From an optimization exercise on the open Yosys and OpenROAD flow, aimed at small area, a short achievable clock period and few clock cycles per item; shortcuts taken in it are not production practice. At most, simulation tests tie the RTL to the original design; equivalence was not proved.

## south
==> flow/design.v <==
`default_nettype none
package lbm_pkg;
  localparam int q_dirs = 9;
endpackage
`default_nettype wire
`default_nettype none
module moment_add #(
  parameter int W = 33
) (
  input  logic [W-1:0] a,
  input  logic [W-1:0] b,
  input  logic         cin,
  output logic [W-1:0] s,
  output logic         cout
);
  localparam int N  = W + 1;
  localparam int LV = $clog2(N);
  logic [N-1:0] gi, pi, g, p, gn, pn;
  always_comb begin
    gi = {a & b, cin};
    pi = {a ^ b, 1'b0};
    g  = gi;
    p  = pi;
    for (int l = 0; l < LV; l++) begin
      gn = g;
      pn = p;
      for (int i = 0; i < N; i++) begin
        if (i >= (1 << l)) begin
          gn[i] = g[i] | (p[i] & g[i - (1 << l)]);
          pn[i] = p[i] & p[i - (1 << l)];
        end
      end
      g = gn;
      p = pn;
    end
    s    = pi[N-1:1] ^ g[N-2:0];
    cout = g[N-1];
  end
endmodule
module moment_add_bk #(
  parameter int W = 33
) (
  input  logic [W-1:0] a,
  input  logic [W-1:0] b,
  input  logic         cin,
  output logic [W-1:0] s,
  output logic         cout
);
  localparam int N  = W + 1;
  localparam int LV = $clog2(N);
  logic [N-1:0] gi, pi;
  logic [N-1:0] g, p;
  logic [N-1:0] gn, pn;
  always_comb begin
    gi = {a & b, cin};
    pi = {a ^ b, 1'b0};
    g  = gi;
    p  = pi;
    for (int l = 1; l <= LV; l++) begin
      gn = g;
      pn = p;
      for (int i = 0; i < N; i++) begin
        if (((i + 1) % (1 << l)) == 0) begin
          gn[i] = g[i] | (p[i] & g[i - (1 << (l - 1))]);
          pn[i] = p[i] & p[i - (1 << (l - 1))];
        end
      end
      g = gn;
      p = pn;
    end
    for (int l = LV - 1; l >= 1; l--) begin
      gn = g;
      pn = p;
      for (int i = 0; i < N; i++) begin
        if (((i + 1) % (1 << l)) == (1 << (l - 1)) && i >= (1 << l)) begin
          gn[i] = g[i] | (p[i] & g[i - (1 << (l - 1))]);
          pn[i] = p[i] & p[i - (1 << (l - 1))];
        end
      end
      g = gn;
      p = pn;
    end
    s    = pi[N-1:1] ^ g[N-2:0];
    cout = g[N-1];
  end
endmodule
`default_nettype wire
`default_nettype none
module fp_divider (
  input  logic               clock_50,
  input  logic               m_idle,
  input  logic               m_abs,
  input  logic               m_step,
  input  logic               m_fin,
  input  logic               n_acc,      
  input  logic               n_abs,
  input  logic               n_step,
  input  logic               n_fin,
  input  logic               full,       
  input  logic               hi_en,      
  input  logic               zero_div,
  input  logic               sa_low,     
  input  logic               sa_step,    
  input  logic               sb_term,    
  input  logic               sb_rho,     
  input  logic               sb_low,     
  input  logic               acc_sub_next,  
  input  logic [31:0]        term,
  input  logic signed [31:0] rho,
  output logic               short_ok,   
  output logic               neg,        
  output logic               ovf,
  output logic [31:0]        quotient
);
  logic [31:0] rem;
  logic [32:0] low;
  logic        x;          
  logic        x_step;     
  logic        x_use;      
  logic        x_misc;     
  logic        mag_small;  
  logic        sgn;
  logic        hi;
  logic        r_ovf;      
  logic [32:0] op_a;
  logic [32:0] op_b;
  logic [32:0] sum;
  logic        cout;
  logic        qbit;
  logic        too_big;
  assign neg = sgn ^ rho[31];
  assign x = (x_step && x_use) || x_misc;
  assign op_a = ({1'b0, low[31:0]} & {33{sa_low}})
              | ({rem, low[32]}    & {33{sa_step}});
  assign op_b = (({term[31], term} & {33{sb_term}})
              |  ({rho[31], rho}   & {33{sb_rho}})
              |  (low              & {33{sb_low}})) ^ {33{x}};
  moment_add #(.W(33)) i_add (
    .a    (op_a),
    .b    (op_b),
    .cin  (x),
    .s    (sum),
    .cout (cout)
  );
  assign qbit     = ~sum[32];
  assign short_ok = mag_small && !r_ovf && (low[17:0] != '1);
  assign too_big  = hi || low[32] || (low[31] && (!neg || (low[30:0] != '0)));
  always_ff @(posedge clock_50) begin
    if (m_abs) rem <= full ? 32'b0 : {sum[26:0], 5'b0};
    else       rem <= sum[31:0];
    if (m_idle || (m_abs && !full) || (m_fin && (zero_div || too_big))) begin
      low <= '0;
    end else if (m_step) begin
      low <= {low[31:0], qbit};
    end else begin
      low <= {1'b0, sum[31:0]};
    end
    x_step <= n_abs ? sum[31] : (qbit ^ rho[31]);
    x_use  <= n_abs || (n_step && !m_abs);
    x_misc <= (n_acc && acc_sub_next)
           || (n_step && m_abs && !rho[31])
           || (n_fin && neg);
    if (m_abs) begin
      sgn       <= low[31];
      mag_small <= (low[31:26] == 6'b0) || (low[31:25] == 7'h7f);
    end
    if (m_abs) r_ovf <= 1'b0;
    else if (m_step && (sum[32] != sum[31])) r_ovf <= 1'b1;
    if (m_abs) hi <= 1'b0;
    else if (m_step && hi_en && qbit) hi <= 1'b1;
    if (m_idle) ovf <= 1'b0;
    else if (m_fin) ovf <= !zero_div && too_big;
  end
  assign quotient = low[31:0];
endmodule
`default_nettype wire
`default_nettype none
module lbm_moments #(
  parameter int DATA_WIDTH = 32,
  parameter int FRAC_BITS  = 24
) (
  input  logic                          clock_50,
  input  logic                          arst_n,
  input  logic                          req,
  input  logic [lbm_pkg::q_dirs*DATA_WIDTH-1:0]  fin,
  output logic                          ack,
  output logic signed [DATA_WIDTH-1:0]  rho,
  output logic signed [DATA_WIDTH-1:0]  ux,
  output logic signed [DATA_WIDTH-1:0]  uy,
  output logic                          dbz,
  output logic                          ovf_x,
  output logic                          ovf_y
);
  logic        m_idle, m_acc, m_abs, m_step, m_fin, m_ack;
  logic        n_idle, n_acc, n_abs, n_step, n_fin, n_ack;
  logic        full;
  logic [5:0]  cnt;
  logic        last_step;
  logic        redo;
  logic        done_pos;
  logic        sa_low, sa_step, sb_rho, sb_low;
  logic        sbt_x, sbt_y;
  logic [8:1]  tsel;
  logic [8:1]  nsel;
  logic [31:0] term;
  logic [31:0] term_next;
  logic        px_en_n, px_sub_n, py_en_n, py_sub_n;
  logic [31:0] rho_r;
  logic        dbz_r;
  logic        ok_x, ok_y;
  logic        neg_x, neg_y;
  logic        hi_en;
  logic [31:0] ux_q, uy_q;
  logic [31:0] rho_sum;
  assign ack = m_ack;
  assign rho = rho_r;
  assign dbz = dbz_r;
  assign ux  = ux_q;
  assign uy  = uy_q;
  assign nsel = m_idle ? 8'b0000_0001 : {tsel[7:1], 1'b0};
  always_comb begin
    term_next = '0;
    for (int i = 1; i <= 8; i++) begin
      term_next = term_next | (fin[32*i +: 32] & {32{nsel[i]}});
    end
  end
  assign px_en_n  = nsel[1] | nsel[3] | nsel[5] | nsel[6] | nsel[7] | nsel[8];
  assign px_sub_n = nsel[3] | nsel[6] | nsel[7];
  assign py_en_n  = nsel[2] | nsel[4] | nsel[5] | nsel[6] | nsel[7] | nsel[8];
  assign py_sub_n = nsel[4] | nsel[7] | nsel[8];
  assign last_step = full ? (cnt == 6'd57) : (cnt == 6'd19);
  assign redo      = !full && !(ok_x && ok_y);
  assign done_pos  = !full && !neg_x && !neg_y;
  assign hi_en     = full && (cnt <= 6'd24);
  always_comb begin
    n_idle = m_idle && !req || m_ack && !req || m_step && last_step && redo;
    n_acc  = m_idle && req || m_acc && !tsel[8];
    n_abs  = m_acc && tsel[8];
    n_step = m_abs || m_step && !last_step;
    n_fin  = m_step && last_step && !redo && !done_pos;
    n_ack  = m_step && last_step && !redo && done_pos || m_fin || m_ack && req;
  end
  fp_divider div_ux (
    .clock_50     (clock_50),
    .m_idle       (m_idle),
    .m_abs        (m_abs),
    .m_step       (m_step),
    .m_fin        (m_fin),
    .n_acc        (n_acc),
    .n_abs        (n_abs),
    .n_step       (n_step),
    .n_fin        (n_fin),
    .full         (full),
    .hi_en        (hi_en),
    .zero_div     (dbz_r),
    .sa_low       (sa_low),
    .sa_step      (sa_step),
    .sb_term      (sbt_x),
    .sb_rho       (sb_rho),
    .sb_low       (sb_low),
    .acc_sub_next (px_sub_n),
    .term         (term),
    .rho          (rho_r),
    .short_ok     (ok_x),
    .neg          (neg_x),
    .ovf          (ovf_x),
    .quotient     (ux_q)
  );
  fp_divider div_uy (
    .clock_50     (clock_50),
    .m_idle       (m_idle),
    .m_abs        (m_abs),
    .m_step       (m_step),
    .m_fin        (m_fin),
    .n_acc        (n_acc),
    .n_abs        (n_abs),
    .n_step       (n_step),
    .n_fin        (n_fin),
    .full         (full),
    .hi_en        (hi_en),
    .zero_div     (dbz_r),
    .sa_low       (sa_low),
    .sa_step      (sa_step),
    .sb_term      (sbt_y),
    .sb_rho       (sb_rho),
    .sb_low       (sb_low),
    .acc_sub_next (py_sub_n),
    .term         (term),
    .rho          (rho_r),
    .short_ok     (ok_y),
    .neg          (neg_y),
    .ovf          (ovf_y),
    .quotient     (uy_q)
  );
  moment_add_bk #(.W(32)) i_rho_add (
    .a    (rho_r),
    .b    (term),
    .cin  (1'b0),
    .s    (rho_sum),
    .cout ()
  );
  always_ff @(posedge clock_50) begin
    if (m_idle) rho_r <= fin[0 +: 32];
    else        rho_r <= rho_sum;
    term <= term_next;
    tsel <= nsel;
    if (m_abs) dbz_r <= (rho_r == '0);
    if (m_abs) cnt <= 6'd1;
    else       cnt <= cnt + 6'd1;
    sa_low  <= n_acc;
    sa_step <= n_step;
    sb_rho  <= n_step;
    sb_low  <= n_abs || n_fin || n_ack;
    sbt_x   <= n_acc && px_en_n;
    sbt_y   <= n_acc && py_en_n;
  end
  always_ff @(posedge clock_50 or negedge arst_n) begin
    if (!arst_n) begin
      m_idle <= 1'b1;
      m_acc  <= 1'b0;
      m_abs  <= 1'b0;
      m_step <= 1'b0;
      m_fin  <= 1'b0;
      m_ack  <= 1'b0;
      full   <= 1'b0;
    end else begin
      m_idle <= n_idle;
      m_acc  <= n_acc;
      m_abs  <= n_abs;
      m_step <= n_step;
      m_fin  <= n_fin;
      m_ack  <= n_ack;
      if (m_step && last_step) full <= redo;
    end
  end
endmodule
`default_nettype wire
Settings: LEC_CHECK=0, ABC_CLOCK_PERIOD_IN_PS=3000, CAP_MARGIN=20, CORE_MARGIN=2, CORE_UTILIZATION=40, SETUP_SLACK_MARGIN=5, SLEW_MARGIN=20, TNS_END_PERCENT=0; clock period 8.0 ns.
standard.sh (not shown) runs the stock make flow with config.mk's settings and CLKGATE_MAP_FILE= SYNTH_SCRIPT=/design/flow/synth_recipe.tcl, a recipe that flattens the netlist after the stock synthesis.
==> flow/flow/run.sh <==
#!/bin/bash
set -e
cp standard.sh standard.sh.txt
export BUFFER_PORTS_ARGS="-buffer_cell sky130_fd_sc_hd__buf_1"
export CTS_ARGS="-sink_clustering_enable -repair_clock_nets -dont_use_dummy_load"
bash standard.sh > standard.log 2>&1
Relative to south, the following input files were edited for middle:
==> flow/design.v, changed modules only <==
module fp_divider (
  input  logic               clock_50,
  input  logic               m_idle,
  input  logic               m_abs,
  input  logic               m_step,
  input  logic               m_fin,
  input  logic               n_acc,      
  input  logic               n_abs,
  input  logic               n_step,
  input  logic               n_fin,
  input  logic               full,       
  input  logic               hi_en,      
  input  logic               zero_div,
  input  logic               sa_low,     
  input  logic               sa_step,    
  input  logic               sb_term,    
  input  logic               sb_rho,     
  input  logic               sb_low,     
  input  logic               acc_sub_next,  
  input  logic [31:0]        term,
  input  logic signed [31:0] rho,
  output logic               short_ok,   
  output logic               neg,        
  output logic               ovf,
  output logic [31:0]        quotient
);
  logic [31:0] rem;
  logic [32:0] low;
  logic        x;          
  logic        mag_small;  
  logic        sgn;
  logic        hi;
  logic        r_ovf;      
  logic [32:0] op_a;
  logic [32:0] op_b;
  logic [32:0] sum;
  logic        cout;
  logic        qbit;
  logic        too_big;
  assign neg = sgn ^ rho[31];
  assign op_a = ({1'b0, low[31:0]} & {33{sa_low}})
              | ({rem, low[32]}    & {33{sa_step}});
  assign op_b = (({term[31], term} & {33{sb_term}})
              |  ({rho[31], rho}   & {33{sb_rho}})
              |  (low              & {33{sb_low}})) ^ {33{x}};
  moment_add #(.W(33)) i_add (
    .a    (op_a),
    .b    (op_b),
    .cin  (x),
    .s    (sum),
    .cout (cout)
  );
  assign qbit     = ~sum[32];
  assign short_ok = mag_small && !r_ovf && (low[17:0] != '1);
  assign too_big  = hi || low[32] || (low[31] && (!neg || (low[30:0] != '0)));
  always_ff @(posedge clock_50) begin
    if (m_abs) rem <= full ? 32'b0 : {sum[26:0], 5'b0};
    else       rem <= sum[31:0];
    if (m_idle || (m_abs && !full) || (m_fin && (zero_div || too_big))) begin
      low <= '0;
    end else if (m_step) begin
      low <= {low[31:0], qbit};
    end else begin
      low <= {1'b0, sum[31:0]};
    end
    x <= (n_acc && acc_sub_next)
      || (n_abs && sum[31])
      || (n_step && (m_abs ? !rho[31] : qbit ^ rho[31]))
      || (n_fin && neg);
    if (m_abs) begin
      sgn       <= low[31];
      mag_small <= (low[31:26] == 6'b0) || (low[31:25] == 7'h7f);
    end
    if (m_abs) r_ovf <= 1'b0;
    else if (m_step && (sum[32] != sum[31])) r_ovf <= 1'b1;
    if (m_abs) hi <= 1'b0;
    else if (m_step && hi_en && qbit) hi <= 1'b1;
    if (m_idle) ovf <= 1'b0;
    else if (m_fin) ovf <= !zero_div && too_big;
  end
  assign quotient = low[31:0];
endmodule
## What came out
middle reached the final stage; the timing, DRC and antenna checks on its layout passed.
The buffer and inverter count on the worst path in middle sits 3 below the value recorded for south.
Per the comparison of middle with south, final cell area excluding filler cells fell by 3.5%, minimum clock period after layout now smaller, count of inverters other than clock inverters in the layout now smaller, total routing usage reported by global routing saw a decrease.
Between south and middle, the difference in basic-gate share of the synthesized area counting and, or, nand and nor cells is negligible.
In middle the number of core rows turned out about 1.4% lower than in south.
Testbench counts of middle, summed over its fixed seeds: cycles 11,803, items 384.
No functional check of the RTL was part of south.

[afterwards: timing with drivers on the ports]
Ports are ideal in the flow. The routed layouts listed here were re-timed in OpenROAD. Step 1: set_driving_cell puts a clkbuf_16 on clock_50 and a buf_2 on each other input, an assumption about the parent block. Step 2 moves the port delays by t, midway between the first and last clock arrival at a register: inputs arrive t later, outputs are due t later. That takes back most of the time a late clock gives input paths. Slacks: ideal / step 1 / step 2; pairs: ideal / step 1.
| run | shift t [ns] | slack for setup (ns) | hold WS [ns] | worst setup path at the end |
|---|---|---|---|---|
| south | 0.624 | 4.239 / 4.239 / 4.239 | 0.446 / 0.446 / 0.446 | register to register |
| middle | 0.611 | 4.290 / 4.290 / 4.290 | 0.479 / 0.479 / 0.479 | register to register |
After both steps every run listed still meets setup and hold.
